From an optimization exercise on the open Yosys and OpenROAD flow, aimed at small area; shortcuts taken in it are not production practice. Where RTL was checked, it was by simulation tests only, not by an equivalence proof against the original. Power figures rest on the tool's default switching activity, not on a simulated workload.

==> inputs of trial 4 <==
==> flow/design.v <==
package wb_stage_regfile_pkg;
  localparam int DATA_W = 32;
  localparam int RIDX_W = 5;
  typedef enum logic [1:0] {
    SZ_WORD = 2'b00,
    SZ_HALF = 2'b01,
    SZ_BYTE = 2'b10,
    SZ_RSVD = 2'b11
  } size_e;
  localparam logic [RIDX_W-1:0] REG_ZERO = 5'd0;
  localparam logic [RIDX_W-1:0] REG_RA   = 5'd31;
  function automatic logic [DATA_W-1:0] extend_sub(input logic [DATA_W-1:0] v,
                                                   input logic             is_half,
                                                   input logic             sgn);
    if (is_half) extend_sub = {{16{sgn & v[15]}}, v[15:0]};
    else         extend_sub = {{24{sgn & v[7]}}, v[7:0]};
  endfunction
endpackage
module wb_load_align
(
  input  logic [wb_stage_regfile_pkg::DATA_W-1:0] lwans,
  input  logic [1:0]        size,
  input  logic              lwsig,
  input  logic [1:0]        addrlo,
  output logic [wb_stage_regfile_pkg::DATA_W-1:0] value
);
  logic [7:0]  byte_lane;
  logic [15:0] half_lane;
  always_comb begin
    byte_lane = 8'h00;
    case (addrlo)
      2'd0:    byte_lane = lwans[7:0];
      2'd1:    byte_lane = lwans[15:8];
      2'd2:    byte_lane = lwans[23:16];
      default: byte_lane = lwans[31:24];
    endcase
  end
  assign half_lane = addrlo[1] ? lwans[31:16] : lwans[15:0];
  always_comb begin
    value = lwans;
    case (size)
      wb_stage_regfile_pkg::SZ_HALF: value = wb_stage_regfile_pkg::extend_sub({16'h0000, half_lane}, 1'b1, lwsig);
      wb_stage_regfile_pkg::SZ_BYTE: value = wb_stage_regfile_pkg::extend_sub({24'h000000, byte_lane}, 1'b0, lwsig);
      default: value = lwans;
    endcase
  end
endmodule
module wb_stage_regfile
#(
  parameter int LINK_OFFSET = 8,
  parameter int NREG        = 32,
  parameter int CNT_W       = 16
) (
  input  logic              CLOCK,
  input  logic              RESET,
  input  logic              WB_MEMTOREG,
  input  logic              WB_REGWRITE,
  input  logic [1:0]        WB_SIZE,
  input  logic              WB_LWSIG,
  input  logic [1:0]        WB_ADDRLO,
  input  logic [wb_stage_regfile_pkg::DATA_W-1:0] WB_lwans,
  input  logic [wb_stage_regfile_pkg::DATA_W-1:0] WB_PC,
  input  logic [wb_stage_regfile_pkg::DATA_W-1:0] WB_Rform,
  input  logic              WB_linksig,
  input  logic [wb_stage_regfile_pkg::RIDX_W-1:0] WB_wherereg,
  input  logic [wb_stage_regfile_pkg::RIDX_W-1:0] RD_ADDR1,
  input  logic [wb_stage_regfile_pkg::RIDX_W-1:0] RD_ADDR2,
  output logic [wb_stage_regfile_pkg::DATA_W-1:0] RD_DATA1,
  output logic [wb_stage_regfile_pkg::DATA_W-1:0] RD_DATA2,
  output logic [wb_stage_regfile_pkg::DATA_W-1:0] WB_DATA,
  output logic              WB_WEN,
  output logic [CNT_W-1:0]  RETIRE_CNT
);
  logic [wb_stage_regfile_pkg::DATA_W-1:0] regs [NREG];
  logic [wb_stage_regfile_pkg::DATA_W-1:0] load_val;
  logic [wb_stage_regfile_pkg::DATA_W-1:0] link_addr;
  logic [CNT_W-1:0]  retire_cnt;
  wb_load_align u_load_align (
    .lwans  (WB_lwans),
    .size   (WB_SIZE),
    .lwsig  (WB_LWSIG),
    .addrlo (WB_ADDRLO),
    .value  (load_val)
  );
  assign link_addr = WB_PC + wb_stage_regfile_pkg::DATA_W'(LINK_OFFSET);
  always_comb begin
    WB_DATA = WB_Rform;
    if (WB_linksig)       WB_DATA = link_addr;
    else if (WB_MEMTOREG) WB_DATA = load_val;
  end
  assign WB_WEN = WB_REGWRITE && (WB_wherereg != wb_stage_regfile_pkg::REG_ZERO);
  always_ff @(posedge CLOCK or negedge RESET) begin
    if (!RESET) begin
      for (int i = 0; i < NREG; i++) regs[i] <= '0;
      retire_cnt <= '0;
    end else if (WB_WEN) begin
      regs[WB_wherereg] <= WB_DATA;
      retire_cnt        <= retire_cnt + CNT_W'(1);
    end
  end
  assign RETIRE_CNT = retire_cnt;
  always_comb begin
    RD_DATA1 = '0;
    RD_DATA2 = '0;
    if (RD_ADDR1 != wb_stage_regfile_pkg::REG_ZERO) RD_DATA1 = regs[RD_ADDR1];
    if (RD_ADDR2 != wb_stage_regfile_pkg::REG_ZERO) RD_DATA2 = regs[RD_ADDR2];
  end
endmodule
==> flow/run.sh <==
#!/bin/bash
# synth_recipe.tcl (not shown) runs the flow's synth.tcl, then flattens the netlist and writes it again
# the make line also repeats each setting of config.mk as NAME=value (left out here)
make -C /OpenROAD-flow-scripts/flow DESIGN_CONFIG=/design/flow/config.mk WORK_HOME=/design/flow/orfs CLKGATE_MAP_FILE= SYNTH_SCRIPT=/design/flow/synth_recipe.tcl finish
==> flow/config.mk <==
export PLATFORM = sky130hd
export DESIGN_NAME = wb_stage_regfile
export DESIGN_NICKNAME = wb_stage_regfile
export VERILOG_FILES = /design/flow/design.v
export SDC_FILE = /design/flow/constraint.sdc
export NUM_CORES = 4
export LEC_CHECK = 0
export CAP_MARGIN = 20
export CORE_MARGIN = 2
export CORE_UTILIZATION = 30
export SLEW_MARGIN = 20
==> flow/constraint.sdc <==
create_clock -name core_clock -period 8.0 [get_ports {CLOCK}]
set_input_delay 1.6000 -clock core_clock [delete_from_list [all_inputs] [get_ports {CLOCK}]]
set_output_delay 1.6000 -clock core_clock [all_outputs]
set_load 0.01 [all_outputs]
==> build 58: changes against trial 4 <==
--- a/flow/design.v
+++ b/flow/design.v
@@ -72,8 +72,12 @@
   output logic [CNT_W-1:0]  RETIRE_CNT
 );
-  logic [wb_stage_regfile_pkg::DATA_W-1:0] regs [NREG];
-  logic [wb_stage_regfile_pkg::DATA_W-1:0] load_val;
-  logic [wb_stage_regfile_pkg::DATA_W-1:0] link_addr;
-  logic [CNT_W-1:0]  retire_cnt;
+  localparam int DW = wb_stage_regfile_pkg::DATA_W;
+  logic [DW-1:0]   regs [1:NREG-1];
+  logic [NREG-1:1] valid;
+  logic [NREG-1:1] wsel;
+  logic [NREG-1:1] rsel1, rsel2;
+  logic [DW-1:0]   load_val;
+  logic [DW-1:0]   link_addr;
+  logic [CNT_W-1:0] retire_cnt;
   wb_load_align u_load_align (
     .lwans  (WB_lwans),
@@ -83,5 +87,5 @@
     .value  (load_val)
   );
-  assign link_addr = WB_PC + wb_stage_regfile_pkg::DATA_W'(LINK_OFFSET);
+  assign link_addr = WB_PC + DW'(LINK_OFFSET);
   always_comb begin
     WB_DATA = WB_Rform;
@@ -90,19 +94,81 @@
   end
   assign WB_WEN = WB_REGWRITE && (WB_wherereg != wb_stage_regfile_pkg::REG_ZERO);
+  always_comb begin
+    for (int i = 1; i < NREG; i++) begin
+      wsel[i]  = WB_REGWRITE && (WB_wherereg == i[4:0]);
+      rsel1[i] = valid[i] && (RD_ADDR1 == i[4:0]);
+      rsel2[i] = valid[i] && (RD_ADDR2 == i[4:0]);
+    end
+  end
   always_ff @(posedge CLOCK or negedge RESET) begin
     if (!RESET) begin
-      for (int i = 0; i < NREG; i++) regs[i] <= '0;
+      valid      <= '0;
       retire_cnt <= '0;
-    end else if (WB_WEN) begin
-      regs[WB_wherereg] <= WB_DATA;
-      retire_cnt        <= retire_cnt + CNT_W'(1);
+    end else begin
+      valid <= valid | wsel;
+      if (WB_WEN) retire_cnt <= retire_cnt + CNT_W'(1);
     end
   end
+  logic [DW-1:0] regs_d [1:NREG-1];
+  for (genvar i = 1; i < NREG; i++) begin : g_hold
+    for (genvar b = 0; b < DW; b++) begin : g_bit
+      wb_hold_mux u_hold (
+        .we  (wsel[i]),
+        .web (!wsel[i]),
+        .d   (WB_DATA[b]),
+        .q   (regs[i][b]),
+        .nxt (regs_d[i][b])
+      );
+    end
+  end
+  always_ff @(posedge CLOCK) begin
+    for (int i = 1; i < NREG; i++) regs[i] <= regs_d[i];
+  end
   assign RETIRE_CNT = retire_cnt;
-  always_comb begin
-    RD_DATA1 = '0;
-    RD_DATA2 = '0;
-    if (RD_ADDR1 != wb_stage_regfile_pkg::REG_ZERO) RD_DATA1 = regs[RD_ADDR1];
-    if (RD_ADDR2 != wb_stage_regfile_pkg::REG_ZERO) RD_DATA2 = regs[RD_ADDR2];
+  for (genvar b = 0; b < DW; b++) begin : g_rd
+    logic [NREG-1:1] col;
+    for (genvar i = 1; i < NREG; i++) begin : g_col
+      assign col[i] = regs[i][b];
+    end
+    wb_rd_bit #(.N(NREG-1)) u_rd1 (.sel(rsel1), .d(col), .o(RD_DATA1[b]));
+    wb_rd_bit #(.N(NREG-1)) u_rd2 (.sel(rsel2), .d(col), .o(RD_DATA2[b]));
   end
 endmodule
+module wb_hold_mux
+(
+  input  logic we,
+  input  logic web,
+  input  logic d,
+  input  logic q,
+  output logic nxt
+);
+  assign nxt = (we & d) | (web & q);
+endmodule
+module wb_rd_bit
+#(
+  parameter int N = 31
+) (
+  input  logic [N-1:0] sel,
+  input  logic [N-1:0] d,
+  output logic         o
+);
+  localparam int G = N / 3;
+  logic [G:0] yb;
+  for (genvar g = 0; g < G; g++) begin : g_grp
+    wb_aoi3 u_aoi (.s(sel[3*g +: 3]), .d(d[3*g +: 3]), .y(yb[g]));
+  end
+  if (N % 3 == 0) begin : g_none
+    assign yb[G] = 1'b1;
+  end else begin : g_rest
+    assign yb[G] = !(|(sel[N-1:3*G] & d[N-1:3*G]));
+  end
+  assign o = !(&yb);
+endmodule
+module wb_aoi3
+(
+  input  logic [2:0] s,
+  input  logic [2:0] d,
+  output logic       y
+);
+  assign y = !(|(s & d));
+endmodule
==> flow/flow/run.sh (new file) <==
#!/bin/bash
# Standard ORFS layout (standard.sh: standard synthesis, placement, CTS,
# routing) with these changes:
#  - ports are buffered with the smallest buffer (buf_1) instead of the
#    flow's default pick;
#  - clock tree synthesis adds no dummy loads and clusters up to 28 sinks (within 120 um) per
#    leaf buffer.
# The full output of the make run goes to standard_flow.log; ORFS writes each
# step's own log under orfs/logs/.
set -euo pipefail
export BUFFER_PORTS_ARGS="-buffer_cell sky130_fd_sc_hd__buf_1"
export CTS_ARGS="-sink_clustering_enable -repair_clock_nets -dont_use_dummy_load -sink_clustering_size 28 -sink_clustering_max_diameter 120"
bash standard.sh > standard_flow.log 2>&1
==> flow/standard.sh (new file) <==
#!/bin/bash
# synth_recipe.tcl (not shown) runs the flow's synth.tcl, then flattens the netlist and writes it again
# the make line also repeats each setting of config.mk as NAME=value (left out here)
make -C /OpenROAD-flow-scripts/flow DESIGN_CONFIG=/design/flow/config.mk WORK_HOME=/design/flow/orfs CLKGATE_MAP_FILE= SYNTH_SCRIPT=/design/flow/synth_recipe.tcl "${@:-finish}"
Settings changed: CAP_MARGIN 20 to 5, CORE_UTILIZATION 30 to 50, SLEW_MARGIN 20 to 5, SYNTH_HIERARCHICAL set to 1.
removed: flow/run.sh
==> trial 60: changes against trial 4 <==
--- a/flow/design.v
+++ b/flow/design.v
@@ -72,8 +72,12 @@
   output logic [CNT_W-1:0]  RETIRE_CNT
 );
-  logic [wb_stage_regfile_pkg::DATA_W-1:0] regs [NREG];
-  logic [wb_stage_regfile_pkg::DATA_W-1:0] load_val;
-  logic [wb_stage_regfile_pkg::DATA_W-1:0] link_addr;
-  logic [CNT_W-1:0]  retire_cnt;
+  localparam int DW = wb_stage_regfile_pkg::DATA_W;
+  logic [DW-1:0]   regs [1:NREG-1];
+  logic [NREG-1:1] valid;
+  logic [NREG-1:1] wsel;
+  logic [NREG-1:1] rsel1, rsel2;
+  logic [DW-1:0]   load_val;
+  logic [DW-1:0]   link_addr;
+  logic [CNT_W-1:0] retire_cnt;
   wb_load_align u_load_align (
     .lwans  (WB_lwans),
@@ -83,5 +87,5 @@
     .value  (load_val)
   );
-  assign link_addr = WB_PC + wb_stage_regfile_pkg::DATA_W'(LINK_OFFSET);
+  assign link_addr = WB_PC + DW'(LINK_OFFSET);
   always_comb begin
     WB_DATA = WB_Rform;
@@ -90,19 +94,81 @@
   end
   assign WB_WEN = WB_REGWRITE && (WB_wherereg != wb_stage_regfile_pkg::REG_ZERO);
+  always_comb begin
+    for (int i = 1; i < NREG; i++) begin
+      wsel[i]  = WB_REGWRITE && (WB_wherereg == i[4:0]);
+      rsel1[i] = valid[i] && (RD_ADDR1 == i[4:0]);
+      rsel2[i] = valid[i] && (RD_ADDR2 == i[4:0]);
+    end
+  end
   always_ff @(posedge CLOCK or negedge RESET) begin
     if (!RESET) begin
-      for (int i = 0; i < NREG; i++) regs[i] <= '0;
+      valid      <= '0;
       retire_cnt <= '0;
-    end else if (WB_WEN) begin
-      regs[WB_wherereg] <= WB_DATA;
-      retire_cnt        <= retire_cnt + CNT_W'(1);
+    end else begin
+      valid <= valid | wsel;
+      if (WB_WEN) retire_cnt <= retire_cnt + CNT_W'(1);
     end
   end
+  logic [DW-1:0] regs_d [1:NREG-1];
+  for (genvar i = 1; i < NREG; i++) begin : g_hold
+    wb_hold_mux #(.W(DW)) u_hold (
+      .we  (wsel[i]),
+      .web (!wsel[i]),
+      .d   (WB_DATA),
+      .q   (regs[i]),
+      .nxt (regs_d[i])
+    );
+  end
+  always_ff @(posedge CLOCK) begin
+    for (int i = 1; i < NREG; i++) regs[i] <= regs_d[i];
+  end
   assign RETIRE_CNT = retire_cnt;
-  always_comb begin
-    RD_DATA1 = '0;
-    RD_DATA2 = '0;
-    if (RD_ADDR1 != wb_stage_regfile_pkg::REG_ZERO) RD_DATA1 = regs[RD_ADDR1];
-    if (RD_ADDR2 != wb_stage_regfile_pkg::REG_ZERO) RD_DATA2 = regs[RD_ADDR2];
+  for (genvar b = 0; b < DW; b++) begin : g_rd
+    logic [NREG-1:1] col;
+    for (genvar i = 1; i < NREG; i++) begin : g_col
+      assign col[i] = regs[i][b];
+    end
+    wb_rd_bit #(.N(NREG-1)) u_rd1 (.sel(rsel1), .d(col), .o(RD_DATA1[b]));
+    wb_rd_bit #(.N(NREG-1)) u_rd2 (.sel(rsel2), .d(col), .o(RD_DATA2[b]));
   end
 endmodule
+module wb_hold_mux
+#(
+  parameter int W = 32
+) (
+  input  logic         we,
+  input  logic         web,
+  input  logic [W-1:0] d,
+  input  logic [W-1:0] q,
+  output logic [W-1:0] nxt
+);
+  assign nxt = ({W{we}} & d) | ({W{web}} & q);
+endmodule
+module wb_rd_bit
+#(
+  parameter int N = 31
+) (
+  input  logic [N-1:0] sel,
+  input  logic [N-1:0] d,
+  output logic         o
+);
+  localparam int G = N / 3;
+  logic [G:0] yb;
+  for (genvar g = 0; g < G; g++) begin : g_grp
+    wb_aoi3 u_aoi (.s(sel[3*g +: 3]), .d(d[3*g +: 3]), .y(yb[g]));
+  end
+  if (N % 3 == 0) begin : g_none
+    assign yb[G] = 1'b1;
+  end else begin : g_rest
+    assign yb[G] = !(|(sel[N-1:3*G] & d[N-1:3*G]));
+  end
+  assign o = !(&yb);
+endmodule
+module wb_aoi3
+(
+  input  logic [2:0] s,
+  input  logic [2:0] d,
+  output logic       y
+);
+  assign y = !(|(s & d));
+endmodule
==> flow/flow/run.sh (new file) <==
#!/bin/bash
# Standard ORFS layout with two changes: ports are buffered with the smallest
# buffer (buf_1) instead of the flow's default pick, and clock tree synthesis
# does not add dummy loads.  Synthesis and everything else is standard.sh.
set -euo pipefail
export BUFFER_PORTS_ARGS="-buffer_cell sky130_fd_sc_hd__buf_1"
export CTS_ARGS="-sink_clustering_enable -repair_clock_nets -dont_use_dummy_load"
bash standard.sh > standard_flow.log 2>&1
==> flow/standard.sh (new file) <==
#!/bin/bash
# synth_recipe.tcl (not shown) runs the flow's synth.tcl, then flattens the netlist and writes it again
# the make line also repeats each setting of config.mk as NAME=value (left out here)
make -C /OpenROAD-flow-scripts/flow DESIGN_CONFIG=/design/flow/config.mk WORK_HOME=/design/flow/orfs CLKGATE_MAP_FILE= SYNTH_SCRIPT=/design/flow/synth_recipe.tcl "${@:-finish}"
Settings changed: CORE_UTILIZATION 30 to 45, SYNTH_HIERARCHICAL set to 1.
removed: flow/run.sh
==> summary.txt <==
combinational fraction of design power 16.9%; CP most frequent cell buf_1; min cycle time layout 6.43 ns; worst-margin pin slew 1.33 ns; top-area cell type share of the netlist area 48.0%; Post-Route WL 217 mm; metal2 WL 84.8 mm; Rows 105; r2r startpoint retire_cnt[3]; Synth Area in Compound Gates 40.1%; leakage 19.0 nW; DP HPWL about 120 mm; switching power 3.66 mW; peak supply drop about 0.17 mV; result of the run no timing/DRC/antenna violations; Rel. slew slack 11.4%; met3 WL slightly below 40 mm; sequential cell power 7.24 mW
the above is filed under build 58

==> summary.txt <==
min cycle time layout around 6.5 ns; Reg2Reg Setup Slack 6.20 ns; result of the run no timing/DRC/antenna violations; r2r startpoint retire_cnt[2]; Synth Area in Compound Gates 38.4%; Rows 113; leakage 19.4 nW; sequential cell power 7.21 mW; Reg-to-Reg End retire_cnt[15]; Post-Route WL roughly 210 mm; combinational fraction of design power about 15%; multi-input gates 2,380; metal2 WL ~84 mm; switching power 3.98 mW; Rel. slew slack 14.6%; largest family of logic cells by synthesized area compound AO/OA/AOI/OAI gates; Internal slightly below 10 mW; met3 WL 34.0 mm; top-area cell type share of the netlist area between 40 and 50%; peak supply drop about 0.17 mV; CLK BUF 107
the above is filed under trial 60

==> summary.txt <==
CP most frequent cell clkdlybuf4s50_1; met3 WL 47.8 mm; worst-margin pin slew 1.33 ns; top-area cell type share of the netlist area 48.3%; result of the run no timing/DRC/antenna violations; leakage 26.4 nW; combinational fraction of design power 18.8%; DP HPWL between 200 and 250 mm; metal2 WL 124 mm; synth unique cells 86; peak supply drop 0.184 mV; sequential cell count 1,008; Synth Area in Compound Gates 24.4%; Post-Route WL approximately 320 mm; Rows 153; switching power 5.58 mW; min cycle time layout 7.82 ns; Rel. slew slack 11.3%; most common cell after layout, fill and taps aside dfrtp_1; r2r startpoint retire_cnt[2]; sequential cell power 7.75 mW
the above is filed under trial 4

For trial 4, only the layout was checked, not whether the RTL still works.

what the ideal ports hide:
How much do the figures lean on ideal ports? The routed layouts below were timed once more, with nothing changed but the port constraints. Step 1: set_driving_cell puts a clkbuf_16 on CLOCK and a buf_2 on each other input, an assumption about the parent block. Step 2 moves the port delays by t, midway between the first and last clock arrival at a register: inputs arrive t later, outputs are due t later. That takes back most of the time a late clock gives input paths. a / b / c = ideal ports / drivers / drivers and shift; a / b = the first two.
run	t (ns)	setup slack, ns	hold slack, ns	pins driven straight from the clock port
trial 4	0.869	0.178 / 0.156 / 0.156	0.476 / 0.476 / 0.476	1
build 58	0.704	1.567 / 1.543 / 1.543	0.485 / 0.485 / 0.485	1
trial 60	0.756	1.471 / 1.313 / 1.313	0.475 / 0.475 / 0.475	1
After both steps setup and hold are still met in every run listed. For trial 60, which loses most, drivers alone change the setup slack by -0.158 ns; drivers and shift together by -0.158 ns.
